From an optimization exercise on the open Yosys and OpenROAD flow, aimed at small area and a short achievable clock period; shortcuts taken in it are not production practice. Power and IR drop assume default switching activity.

==> flow/design.v <==
module fetch_dispatch_queue #(
    parameter int ADDRESS_WIDTH = 10,
    parameter int DATA_WIDTH    = 32,
    parameter int IPC           = 4,
    parameter int DEPTH         = 16,
    parameter int PTR_WIDTH     = 4,
    parameter int OPCODE_WIDTH  = 7
) (
    input  logic                      clk,
    input  logic                      rst,
    input  logic [IPC*DATA_WIDTH-1:0] FET_bundle,
    input  logic [IPC-1:0]            FET_validMask,
    input  logic [ADDRESS_WIDTH-1:0]  FET_pc,
    input  logic                      FET_bundleValid,
    output logic                      FET_ready,
    output logic [DATA_WIDTH-1:0]     DEC_data,
    output logic [ADDRESS_WIDTH-1:0]  DEC_pc,
    output logic                      DEC_dataValid,
    input  logic                      DEC_ready,
    input  logic                      flush,
    output logic [PTR_WIDTH:0]        count
    ,output logic [15:0]              rtype_count
);
    localparam int CNT_W = PTR_WIDTH + 1;
    localparam int LW    = $clog2(IPC);
    localparam int AW    = ADDRESS_WIDTH;
    localparam int DW    = DATA_WIDTH;
    function automatic logic [PTR_WIDTH-1:0] ptr_add(input logic [PTR_WIDTH-1:0] a, input int k);
        ptr_add = '0;
        for (int v = 0; v < (1 << PTR_WIDTH); v++) begin
            if (a == PTR_WIDTH'(v)) ptr_add = PTR_WIDTH'(v + k);
        end
    endfunction
    function automatic logic [CNT_W-1:0] cnt_add(input logic [CNT_W-1:0] a, input int k);
        cnt_add = '0;
        for (int v = 0; v < (1 << CNT_W); v++) begin
            if (a == CNT_W'(v)) cnt_add = CNT_W'(v + k);
        end
    endfunction
    function automatic logic [15:0] inc16(input logic [15:0] a);
        logic c;
        for (int i = 0; i < 16; i++) begin
            c = 1'b1;
            for (int k = i - 1; k >= 0; k--) c = c & a[k];
            inc16[i] = a[i] ^ c;
        end
    endfunction
    logic [DW-1:0] mem_data [DEPTH];
    logic [AW-1:0] mem_pc   [DEPTH];
    logic [PTR_WIDTH-1:0] head_nx;    
    logic [PTR_WIDTH-1:0] tail;
    logic                 push;
    logic                 pop;
    assign FET_ready     = count <= CNT_W'(DEPTH - IPC);
    assign DEC_dataValid = count != '0;
    assign push          = FET_bundleValid && FET_ready && !flush;
    assign pop           = DEC_dataValid && DEC_ready && !flush;
    function automatic logic [IPC-1:0] f_nge(input logic [IPC-1:0] mask);
        int cnt;
        f_nge = '0;
        for (int mv = 0; mv < (1 << IPC); mv++) begin
            cnt = 0;
            for (int i = 0; i < IPC; i++) cnt = cnt + ((mv >> i) & 1);
            if (mask == IPC'(mv)) begin
                for (int k = 0; k < IPC; k++) f_nge[k] = cnt > k;
            end
        end
    endfunction
    function automatic logic [IPC-1:0] f_hit(input logic [IPC-1:0] mask, input logic [LW-1:0] tl, input int m);
        int pos;
        f_hit = '0;
        for (int mv = 0; mv < (1 << IPC); mv++) begin
            for (int t = 0; t < IPC; t++) begin
                pos = t;
                for (int i = 0; i < IPC; i++) begin
                    if (((mv >> i) & 1) != 0) begin
                        if (pos % IPC == m && mask == IPC'(mv) && tl == LW'(t)) f_hit[i] = 1'b1;
                        pos = pos + 1;
                    end
                end
            end
        end
    endfunction
    function automatic logic [AW-1:0] f_slot_pc(input logic [AW-1:0] pc, input int s);
        logic [AW-LW-1:0] hi_inc;
        logic             c;
        for (int b = 0; b < AW - LW; b++) begin
            c = 1'b1;
            for (int k = b - 1; k >= 0; k--) c = c & pc[LW+k];
            hi_inc[b] = pc[LW+b] ^ c;
        end
        f_slot_pc = '0;
        for (int lo = 0; lo < IPC; lo++) begin
            if (pc[LW-1:0] == LW'(lo)) begin
                f_slot_pc = {(lo + s >= IPC) ? hi_inc : pc[AW-1:LW], LW'(lo + s)};
            end
        end
    endfunction
    logic [IPC-1:0] nge;
    logic [IPC-1:0] hit     [IPC];
    logic [AW-1:0]  slot_pc [IPC];
    assign nge = f_nge(FET_validMask);
    for (genvar m = 0; m < IPC; m++) begin : g_hit
        assign hit[m]     = f_hit(FET_validMask, tail[LW-1:0], m);
        assign slot_pc[m] = f_slot_pc(FET_pc, m);
    end
    logic [DW-1:0] lane_data [IPC];
    logic [AW-1:0] lane_pc   [IPC];
    for (genvar m = 0; m < IPC; m++) begin : g_lane
        logic [DW-1:0] d_terms [IPC];
        logic [AW-1:0] p_terms [IPC];
        for (genvar i = 0; i < IPC; i++) begin : g_term
            assign d_terms[i] = {DW{hit[m][i]}} & FET_bundle[i*DW +: DW];
            assign p_terms[i] = {AW{hit[m][i]}} & slot_pc[i];
        end
        assign lane_data[m] = d_terms[0] | d_terms[1] | d_terms[2] | d_terms[3];
        assign lane_pc[m]   = p_terms[0] | p_terms[1] | p_terms[2] | p_terms[3];
    end
    logic [DEPTH-1:0] tail_oh;
    for (genvar j = 0; j < DEPTH; j++) begin : g_tail_oh
        assign tail_oh[j] = tail == PTR_WIDTH'(j);
    end
    for (genvar j = 0; j < DEPTH; j++) begin : g_entry
        logic we;
        assign we = push && ((tail_oh[j] && nge[0]) || (tail_oh[(j + DEPTH - 1) % DEPTH] && nge[1]) ||
                             (tail_oh[(j + DEPTH - 2) % DEPTH] && nge[2]) || (tail_oh[(j + DEPTH - 3) % DEPTH] && nge[3]));
        always_ff @(posedge clk) begin
            if (we) begin
                mem_data[j] <= lane_data[j % IPC];
                mem_pc[j]   <= lane_pc[j % IPC];
            end
        end
    end
    logic [PTR_WIDTH-1:0] tail_nx;
    logic [CNT_W-1:0]     count_nx;
    assign tail_nx = nge[3] ? ptr_add(tail, 4) : nge[2] ? ptr_add(tail, 3) : nge[1] ? ptr_add(tail, 2) :
                     nge[0] ? ptr_add(tail, 1) : tail;
    logic [CNT_W-1:0] count_push;
    logic [CNT_W-1:0] count_push_pop;
    assign count_push     = nge[3] ? cnt_add(count, 4) : nge[2] ? cnt_add(count, 3) : nge[1] ? cnt_add(count, 2) :
                            nge[0] ? cnt_add(count, 1) : count;
    assign count_push_pop = nge[3] ? cnt_add(count, 3) : nge[2] ? cnt_add(count, 2) : nge[1] ? cnt_add(count, 1) :
                            nge[0] ? count : cnt_add(count, -1);
    assign count_nx = push ? (pop ? count_push_pop : count_push) : (pop ? cnt_add(count, -1) : count);
    always_ff @(posedge clk or negedge rst) begin
        if (!rst) begin
            head_nx <= PTR_WIDTH'(1);
            tail    <= '0;
            count <= '0;
        end else if (flush) begin
            head_nx <= PTR_WIDTH'(1);
            tail    <= '0;
            count <= '0;
        end else begin
            if (push) begin
                tail <= tail_nx;
            end
            if (pop) begin
                head_nx <= ptr_add(head_nx, 1);
            end
            count <= count_nx;
        end
    end
    logic [IPC-1:0] first_oh;
    logic [DW-1:0]  first_data;
    logic [AW-1:0]  first_pc;
    assign first_oh[0] = FET_validMask[0];
    for (genvar i = 1; i < IPC; i++) begin : g_first
        assign first_oh[i] = FET_validMask[i] && FET_validMask[i-1:0] == '0;
    end
    always_comb begin
        first_data = '0;
        first_pc   = '0;
        for (int i = 0; i < IPC; i++) begin
            first_data = first_data | ({DW{first_oh[i]}} & FET_bundle[i*DW +: DW]);
            first_pc   = first_pc   | ({AW{first_oh[i]}} & slot_pc[i]);
        end
    end
    logic [DW-1:0] out_data;
    logic [AW-1:0] out_pc;
    logic          take_next;
    logic          take_new;
    assign take_next = pop && count != CNT_W'(1);
    assign take_new  = count == '0 || (pop && count == CNT_W'(1));
    always_ff @(posedge clk) begin
        if (take_new) begin
            out_data <= first_data;
            out_pc   <= first_pc;
        end else if (take_next) begin
            out_data <= mem_data[head_nx];
            out_pc   <= mem_pc[head_nx];
        end
    end
    assign DEC_data = out_data;
    assign DEC_pc   = out_pc;
    localparam logic [OPCODE_WIDTH-1:0] RTYPE_OPCODE = OPCODE_WIDTH'(7'b0110011);
    always_ff @(posedge clk or negedge rst) begin
        if (!rst) begin
            rtype_count <= '0;
        end else if (pop && DEC_data[OPCODE_WIDTH-1:0] == RTYPE_OPCODE) begin
            rtype_count <= inc16(rtype_count);
        end
    end
endmodule
Settings: LEC_CHECK=0, CAP_MARGIN=20, CORE_MARGIN=2, CORE_UTILIZATION=50, SETUP_SLACK_MARGIN=1.2, SLEW_MARGIN=20; clock period 4.5 ns.
run.sh (not shown) runs the stock make flow with config.mk's settings and CLKGATE_MAP_FILE= SYNTH_SCRIPT=/design/flow/synth_recipe.tcl, a recipe that flattens the netlist after the stock synthesis.
Change:
==> flow/flow/run.sh (new file) <==
#!/bin/bash
# Standard layout, but with plain buffers (not delay cells) on the ports.
set -o pipefail
cp standard.sh standard.sh.txt 2>/dev/null
export BUFFER_PORTS_ARGS="-buffer_cell sky130_fd_sc_hd__buf_2"
bash standard.sh > standard.log 2>&1
==> flow/standard.sh (new file) <==
#!/bin/bash
# synth_recipe.tcl (not shown) runs the flow's synth.tcl, then flattens the netlist and writes it again
# the make line also repeats each setting of config.mk as NAME=value (left out here)
make -C /OpenROAD-flow-scripts/flow DESIGN_CONFIG=/design/flow/config.mk WORK_HOME=/design/flow/orfs CLKGATE_MAP_FILE= SYNTH_SCRIPT=/design/flow/synth_recipe.tcl "${@:-finish}"
CORE_UTILIZATION = 35   (was 50)
SETUP_SLACK_MARGIN = default   (was 1.2)
removed: flow/run.sh
=> Cell count went up by 8.1%. Sequential power hardly moves. Die area rose by 42%. Worst setup slack got worse by 0.38 ns. Clock power is higher by 9.4%. Final area fell by 2.3%. Core utilization drops by 19 points. Combinational power went down by 8.9%. Routed wire length went down by 2.4%. Clock skew is about the same.
Change:
==> flow/run.sh (new file) <==
#!/bin/bash
# synth_recipe.tcl (not shown) runs the flow's synth.tcl, then flattens the netlist and writes it again
# the make line also repeats each setting of config.mk as NAME=value (left out here)
make -C /OpenROAD-flow-scripts/flow DESIGN_CONFIG=/design/flow/config.mk WORK_HOME=/design/flow/orfs CLKGATE_MAP_FILE= SYNTH_SCRIPT=/design/flow/synth_recipe.tcl finish
removed: flow/flow/run.sh
removed: flow/standard.sh
Critical path depth does not change; final area climbs by about 2.5%; sequential power barely changes; maximum frequency climbs by about 2.4%.
Function was not checked in any run of this note: the RTL went through the layout flow alone.

## re-timing with driven ports
No port has a modelled driver above. Below, the same layouts with a new extraction and two added sets of constraints.
Step 1 (the two cells are an assumption about what drives the block):
set clk [get_ports {clk}]
set_driving_cell -lib_cell sky130_fd_sc_hd__clkbuf_16 $clk
set_driving_cell -lib_cell sky130_fd_sc_hd__buf_2 [delete_from_list [all_inputs] $clk]
Step 2 moves the port delays by t, midway between the first and last clock arrival at a register: inputs arrive t later, outputs are due t later. That takes back most of the time a late clock gives input paths.
a / b / c = ideal ports / drivers / drivers and shift; a / b = the first two.
run	t, ns	setup WS [ns]	worst setup path after step 2
the first run	0.704	1.177 / 1.177 / 0.575	input to register
the second run	0.717	0.794 / 0.794 / 0.560	input to register
the third run	0.718	0.882 / 0.914 / 0.197	input to register
After both steps every run listed still meets setup and hold. The setup slack of the third run, which loses most, moves by +0.032 ns with the drivers and by -0.685 ns with both steps.
